This is an optimization exercise on Yosys and OpenROAD, whose aim is small area, a short achievable clock period and few clock cycles, not a production implementation. Only simulation tests tie the RTL to the original design; equivalence was not proved.

## the baseline
==> flow/design.v (excerpt) <==
module matrix_multiply_accumulate_top (
	input  logic               clk,
	input  logic               arst_n,
	input  logic               cfg_wr_en,
	input  logic [MSIZE_W-1:0] cfg_wr_data,
	input  logic               req_valid,
	output logic               req_ready,
	input  logic [REQ_W-1:0]   req_type,
	input  logic [IDX_W-1:0]   req_index,
	input  logic [DATA_W-1:0]  req_a_value,
	input  logic [DATA_W-1:0]  req_b_value,
	output logic               rsp_valid,
	input  logic               rsp_ready,
	output logic [DATA_W-1:0]  rsp_c_value
);
	localparam int NL = 8;
	function automatic logic [6:0] sq(input logic [3:0] n);
		logic [6:0] r;
		case (n)
			4'd1:    r = 7'd1;
			4'd2:    r = 7'd4;
			4'd3:    r = 7'd9;
			4'd4:    r = 7'd16;
			4'd5:    r = 7'd25;
			4'd6:    r = 7'd36;
			4'd7:    r = 7'd49;
			default: r = 7'd64;
		endcase
		sq = r;
	endfunction
	logic [MSIZE_W-1:0] msize_q;
	logic [3:0]         n_use;
	always_comb begin
		if (msize_q == '0) begin
			n_use = 4'd1;
		end else if (msize_q > 4'd8) begin
			n_use = 4'd8;
		end else begin
			n_use = msize_q;
		end
	end
	mma_pkg::mma_item_t q0, q1, in_item, q0_d;
	logic               q0_v, q1_v;
	logic               q1_free_q;        
	logic               take;
	logic               pop;
	assign in_item   = {req_type, req_index, req_a_value, req_b_value, n_use,
	                    {1'b0, req_index} < sq(n_use)};
	assign req_ready = q1_free_q;
	assign take      = req_valid && q1_free_q;
	logic        issue_q;           
	logic        busy_q;            
	logic [3:0]  nacc_q;
	logic [6:0]  nsq_acc_q;
	logic [5:0]  a_addr_q;
	logic [2:0]  k_q;
	logic [5:0]  base_q;
	logic [6:0]  wb_done_q;
	logic              f0_v, f1_v;
	logic [DATA_W-1:0] f0_d, f1_d;
	logic       h_in_range;
	logic       can;
	logic       h_load, h_acc, h_read, h_clear;
	logic [DATA_W-1:0] c_rd;
	logic [63:0]       cval_q;
  ...
Size: roughly 26,000 cells after synthesis, ~9,100 flip-flops, ~120 I/O pins, ~0.42 mm^2 of cells after synthesis.
Settings: LEC_CHECK=0, CAP_MARGIN=20, CORE_MARGIN=2, CORE_UTILIZATION=55, CTS_BUF_LIST=sky130_fd_sc_hd__clkbuf_16, CTS_CLUSTER_DIAMETER=70, CTS_CLUSTER_SIZE=25, SETUP_SLACK_MARGIN=4.6, SLEW_MARGIN=20; clock period 8.0 ns.
run.sh (not shown) runs the stock make flow with config.mk's settings and CLKGATE_MAP_FILE= SYNTH_SCRIPT=/design/flow/synth_recipe.tcl, a recipe that flattens the netlist after the stock synthesis.
Testbench counts of the baseline, summed over its fixed seeds: cycles 16,195.
diff inputs: the baseline => the candidate
--- a/flow/design.v
+++ b/flow/design.v
@@ -2301,82 +2301,82 @@
 	assign take      = req_valid && q1_free_q;
 	logic        issue_q;           
 	logic        busy_q;            
 	logic [3:0]  nacc_q;
 	logic [6:0]  nsq_acc_q;
 	logic [5:0]  a_addr_q;
 	logic [2:0]  k_q;
 	logic [5:0]  base_q;
 	logic [6:0]  wb_done_q;
-	logic              f0_v, f1_v;
-	logic [DATA_W-1:0] f0_d, f1_d;
+	logic              f0_v, f1_v, f2_v;
+	logic [DATA_W-1:0] f0_d, f1_d, f2_d;
+	logic              rsp_mv1;
 	logic       h_in_range;
 	logic       can;
 	logic       h_load, h_acc, h_read, h_clear;
 	logic [DATA_W-1:0] c_rd;
 	logic [63:0]       cval_q;
 	logic [DATA_W-1:0] read_val;
 	logic              rd_byp;
 	logic              rd_port;
 	logic              eq_q, ge_q, lt_q;      
-	logic              eq1_q;
-	logic              rd_byp1;
 	logic              wb_cap;
 	logic [DATA_W-1:0] wb1_sum;
 	logic              rsp_mv;
 	logic [3:0]        wb_cnt_q, wb_cnt_d;
 	logic [5:0]        wb_ptr_q, wb_ptr_d;
 	logic [5:0]        c_raddr_q [4];
 	logic              wb2_v_q;
 	logic [5:0]        wb2_addr_q;
 	logic              wb1_v_q;
 	logic [5:0]        wb1_addr_q;
 	logic [DATA_W-1:0] wb2_sum_q;
 	assign h_in_range = q0.inr;
 	always_comb begin
 		unique case (q0.kind)
 			REQ_LOAD:  can = !issue_q;
 			REQ_ACC:   can = !busy_q;
-			REQ_READ:  can = (!f1_v || rsp_mv) && (rd_byp || rd_port);
+			REQ_READ:  can = (!f2_v || rsp_mv1) && (rd_byp || rd_port);
 			default:   can = !busy_q;
 		endcase
 	end
 	assign pop     = q0_v && can;
 	assign h_load  = pop && (q0.kind == REQ_LOAD);
 	assign h_acc   = pop && (q0.kind == REQ_ACC);
 	assign h_read  = pop && (q0.kind == REQ_READ);
 	assign h_clear = pop && (q0.kind == REQ_CLEAR);
-	assign rd_byp1  = wb1_v_q && eq1_q;
-	assign rd_byp   = rd_byp1 || (wb2_v_q && eq_q);
+	assign rd_byp   = wb2_v_q && eq_q;
 	assign rd_port  = !wb_cap && (!busy_q || ge_q || lt_q);
 	assign read_val = !h_in_range ? '0 :
-	                  rd_byp1     ? wb1_sum :
 	                  rd_byp      ? wb2_sum_q :
 	                  cval_q[q0.idx] ? c_rd : '0;
 	always_ff @(posedge clk or negedge arst_n) begin
 		if (!arst_n) begin
 			msize_q <= MSIZE_RESET;
 			q0_v      <= 1'b0;
 			q1_v      <= 1'b0;
-			q1_free_q <= 1'b1;
+			q1_free_q <= 1'b0;
 		end else begin
 			if (cfg_wr_en) begin
 				msize_q <= cfg_wr_data;
 			end
 			if (pop) begin
 				q0_v      <= q1_v || take;
 				q1_v      <= 1'b0;
 				q1_free_q <= 1'b1;
 			end else if (!q0_v) begin
-				q0_v <= take;
+				q0_v      <= take;
+				q1_free_q <= !q1_v;
 			end else if (!q1_v) begin
 				q1_v      <= take;
 				q1_free_q <= !take;
+			end else begin
+				q1_free_q <= 1'b0;
 			end
 		end
 	end
 	always_ff @(posedge clk) begin
 		if (!q1_v) begin
 			q1 <= in_item;
 		end
 		q0 <= q0_d;
 	end
@@ -2392,24 +2392,22 @@
 	logic [5:0] idx_pop, idx_hold;
 	logic [6:0] done_nx;
 	logic       is_acc;
 	assign idx_pop  = q1_v ? q1.idx : in_item.idx;
 	assign idx_hold = q0_v ? q0.idx : in_item.idx;
 	assign is_acc   = q0.kind == REQ_ACC;
 	assign done_nx  = wb_done_q + {6'd0, wb2_v_q};
 	always_ff @(posedge clk) begin
 		if (pop) begin
-			eq1_q <= wb_ptr_q == idx_pop;
 			eq_q <= wb1_addr_q == idx_pop;
 			ge_q <= {1'b0, idx_pop} >= (is_acc ? sq(q0.n) : nsq_acc_q);
 			lt_q <= !is_acc && ({1'b0, idx_pop} < done_nx);
 		end else begin
-			eq1_q <= wb_ptr_q == idx_hold;
 			eq_q <= wb1_addr_q == idx_hold;
 			ge_q <= {1'b0, idx_hold} >= nsq_acc_q;
 			lt_q <= {1'b0, idx_hold} < done_nx;
 		end
 	end
 	logic [DATA_W-1:0] a_rd;
 	logic [DATA_W-1:0] b_bank [NL];
 	logic [2:0]        brow_q [NL][2];
 	logic [2:0]        brot_q [NL];
@@ -2643,36 +2641,44 @@
 		mma_ram #(.WIDTH(8), .DEPTH(64), .NRD(1)) u_ram_c (
 			.clk   (clk),
 			.we    (wb2_v_q),
 			.waddr (wb2_addr_q),
 			.wdata (wb2_sum_q[8*s +: 8]),
 			.raddr (c_raddr_q[s]),
 			.rdata (c_rd[8*s +: 8])
 		);
 	end
-	assign rsp_mv = !f0_v || rsp_ready;
+	assign rsp_mv  = !f0_v || rsp_ready;
+	assign rsp_mv1 = !f1_v || rsp_mv;
 	always_ff @(posedge clk or negedge arst_n) begin
 		if (!arst_n) begin
 			f0_v <= 1'b0;
 			f1_v <= 1'b0;
+			f2_v <= 1'b0;
 		end else begin
 			if (rsp_mv) begin
 				f0_v <= f1_v;
 			end
+			if (rsp_mv1) begin
+				f1_v <= f2_v;
+			end
 			if (h_read) begin
-				f1_v <= 1'b1;
-			end else if (rsp_mv) begin
-				f1_v <= 1'b0;
+				f2_v <= 1'b1;
+			end else if (rsp_mv1) begin
+				f2_v <= 1'b0;
 			end
 		end
 	end
 	always_ff @(posedge clk) begin
-		if (!f1_v || rsp_mv) begin
-			f1_d <= read_val;
+		if (!f2_v || rsp_mv1) begin
+			f2_d <= read_val;
+		end
+		if (rsp_mv1) begin
+			f1_d <= f2_d;
 		end
 		if (rsp_mv) begin
 			f0_d <= f1_d;
 		end
 	end
 	assign rsp_valid   = f0_v;
 	assign rsp_c_value = f0_d;
 endmodule
Results
The candidate ended up with a higher total placed cells including tap cells than the baseline did. [compare] base=the baseline new=the candidate: number of hold-repair buffers added at the cts stage ~0 delta, final area ~0 delta, routed wire length +0.50%, final-layout clock buffer total ~0 delta. Via count on the candidate is behind the baseline.
Testbench counts of the candidate, summed over its fixed seeds: cycles 16,329.

========
Another version of the RTL of matrix_multiply_accumulate_top (not shown whole).
Size: about 27000 cells after synthesis, ~9200 flip-flops, ~120 I/O pins, roughly 410000 µm² of cells after synthesis.
==> flow/config.mk <==
export PLATFORM = sky130hd
export DESIGN_NAME = matrix_multiply_accumulate_top
export DESIGN_NICKNAME = matrix_multiply_accumulate_top
export VERILOG_FILES = /design/flow/design.v
export SDC_FILE = /design/flow/constraint.sdc
export NUM_CORES = 4
export LEC_CHECK = 0
export CAP_MARGIN = 20
export CORE_MARGIN = 2
export CORE_UTILIZATION = 55
export CTS_BUF_LIST = sky130_fd_sc_hd__clkbuf_16
export CTS_CLUSTER_DIAMETER = 70
export CTS_CLUSTER_SIZE = 25
export SETUP_SLACK_MARGIN = 4.6
export SLEW_MARGIN = 20
==> flow/constraint.sdc <==
create_clock -name core_clock -period 8.0 [get_ports {clk}]
set_input_delay 1.6000 -clock core_clock [delete_from_list [all_inputs] [get_ports {clk}]]
set_output_delay 1.6000 -clock core_clock [all_outputs]
set_load 0.01 [all_outputs]
Testbench counts at the start, summed over its fixed seeds: cycles 16,329.
Then changed:
--- a/flow/design.v
+++ b/flow/design.v
@@ -2427,50 +2427,52 @@
 			ge_q <= {1'b0, idx_pop} >= (is_acc ? sq(q0.n) : nsq_acc_q);
 			lt_q <= !is_acc && ({1'b0, idx_pop} < done_nx);
 		end else begin
 			eq_q <= wb1_addr_q == idx_hold;
 			ge_q <= {1'b0, idx_hold} >= nsq_acc_q;
 			lt_q <= {1'b0, idx_hold} < done_nx;
 		end
 	end
 	logic [DATA_W-1:0] a_rd;
 	logic [DATA_W-1:0] b_bank [NL];
 	logic [7:0]        brow_q [NL];        
 	logic [2:0]        brot_q [NL];
-	logic [63:0]       a_rsel_q;           
+	logic [5:0]        a_raddr_q [4];
 	logic              ab_we;
 	logic              wr_v_q;
 	logic [5:0]        wr_idx_q;
 	logic [DATA_W-1:0] wr_a_q, wr_b_q;
 	assign ab_we = h_load && h_in_range;
 	always_ff @(posedge clk or negedge arst_n) begin
 		if (!arst_n) begin
 			wr_v_q <= 1'b0;
 		end else begin
 			wr_v_q <= ab_we;
 		end
 	end
 	always_ff @(posedge clk) begin
 		wr_idx_q <= q0.idx;
 		wr_a_q   <= q0.a;
 		wr_b_q   <= q0.b;
 	end
-	mma_ram_oh #(.WIDTH(DATA_W), .DEPTH(64)) u_ram_a (
-		.clk   (clk),
-		.we    (wr_v_q),
-		.waddr (wr_idx_q),
-		.wdata (wr_a_q),
-		.rsel  (a_rsel_q),
-		.rdata (a_rd)
-	);
+	for (genvar s = 0; s < 4; s++) begin : g_aslice
+		mma_ram #(.WIDTH(8), .DEPTH(64), .NRD(1)) u_ram_a (
+			.clk   (clk),
+			.we    (wr_v_q),
+			.waddr (wr_idx_q),
+			.wdata (wr_a_q[8*s +: 8]),
+			.raddr (a_raddr_q[s]),
+			.rdata (a_rd[8*s +: 8])
+		);
+	end
 	for (genvar j = 0; j < NL; j++) begin : g_bbank
 		mma_ram_oh #(.WIDTH(DATA_W), .DEPTH(8)) u_ram_b (
 			.clk   (clk),
 			.we    (wr_v_q && (wr_idx_q[2:0] == j[2:0])),
 			.waddr (wr_idx_q[5:3]),
 			.wdata (wr_b_q),
 			.rsel  (brow_q[j]),
 			.rdata (b_bank[j])
 		);
 	end
 	logic [5:0] base_nxt;
 	logic       k_last;
@@ -2490,29 +2492,33 @@
 				issue_q <= 1'b1;
 			end else if (issue_q && ({1'b0, a_addr_q} == nsq_acc_q - 7'd1)) begin
 				issue_q <= 1'b0;
 			end
 		end
 	end
 	always_ff @(posedge clk) begin
 		if (h_acc) begin
 			nacc_q    <= q0.n;
 			nsq_acc_q <= sq(q0.n);
 			a_addr_q  <= '0;
 			k_q       <= '0;
-			a_rsel_q  <= 64'd1;
+			for (int s = 0; s < 4; s++) begin
+				a_raddr_q[s] <= '0;
+			end
 		end else if (issue_q) begin
 			a_addr_q <= a_addr_q + 6'd1;
 			k_q      <= k_last ? 3'd0 : k_q + 3'd1;
-			a_rsel_q <= {a_rsel_q[62:0], 1'b0};
+			for (int s = 0; s < 4; s++) begin
+				a_raddr_q[s] <= a_raddr_q[s] + 6'd1;
+			end
 		end
 		if (h_acc || issue_q) begin
 			base_q <= base_nxt;
 			for (int c = 0; c < NL; c++) begin
 				brot_q[c] <= base_nxt[2:0];
 			end
 			for (int j = 0; j < NL; j++) begin
 				brow_q[j] <= 8'd1 << (base_nxt[5:3] + ((j[2:0] < base_nxt[2:0]) ? 3'd1 : 3'd0));
 			end
 		end
 	end
 	logic [DATA_W-1:0] rot1 [NL];
After rerunning:
- The changed run went through all stages and came out clean
- core utilization is about the same
- clock-buffer cell count rises by 10
- cell count rose by about 0.8%
- sequential share of layout area is lower by 0.67 points
Testbench counts after the change, summed over its fixed seeds: cycles 16,329.

afterwards: timing with drivers on the ports:
The flow's constraints put no driver on any port. The routed layouts listed below were extracted and timed again, unchanged, in two steps. Step 1, drivers: a clkbuf_16 drives clk and a buf_2 each remaining input, both assumed. Step 2 times the ports against the registers' clock, not the clock port: input delays grow and output delays shrink by t, the midpoint of the rising clock arrivals with the driver on. a / b / c = no drivers / after step 1 / after step 2; a / b = the first two.
| run | t (ns) | slack for setup (ns) | slew at the worst register clock pin (ns) |
|---|---|---|---|
| the baseline | 1.275 | 4.340 / 4.193 / 3.531 | 0.11 / 0.11 |
| the candidate | 1.281 | 4.441 / 4.377 / 3.494 | 0.10 / 0.10 |
| the first run of note 2 | 1.317 | 4.454 / 4.294 / 3.604 | 0.11 / 0.11 |
| the second run of note 2 | 1.312 | 4.496 / 4.347 / 3.777 | 0.10 / 0.10 |
After both steps setup and hold are still met in every run listed. The setup slack of the candidate, which loses most, moves by -0.064 ns with the drivers and by -0.947 ns with both steps.
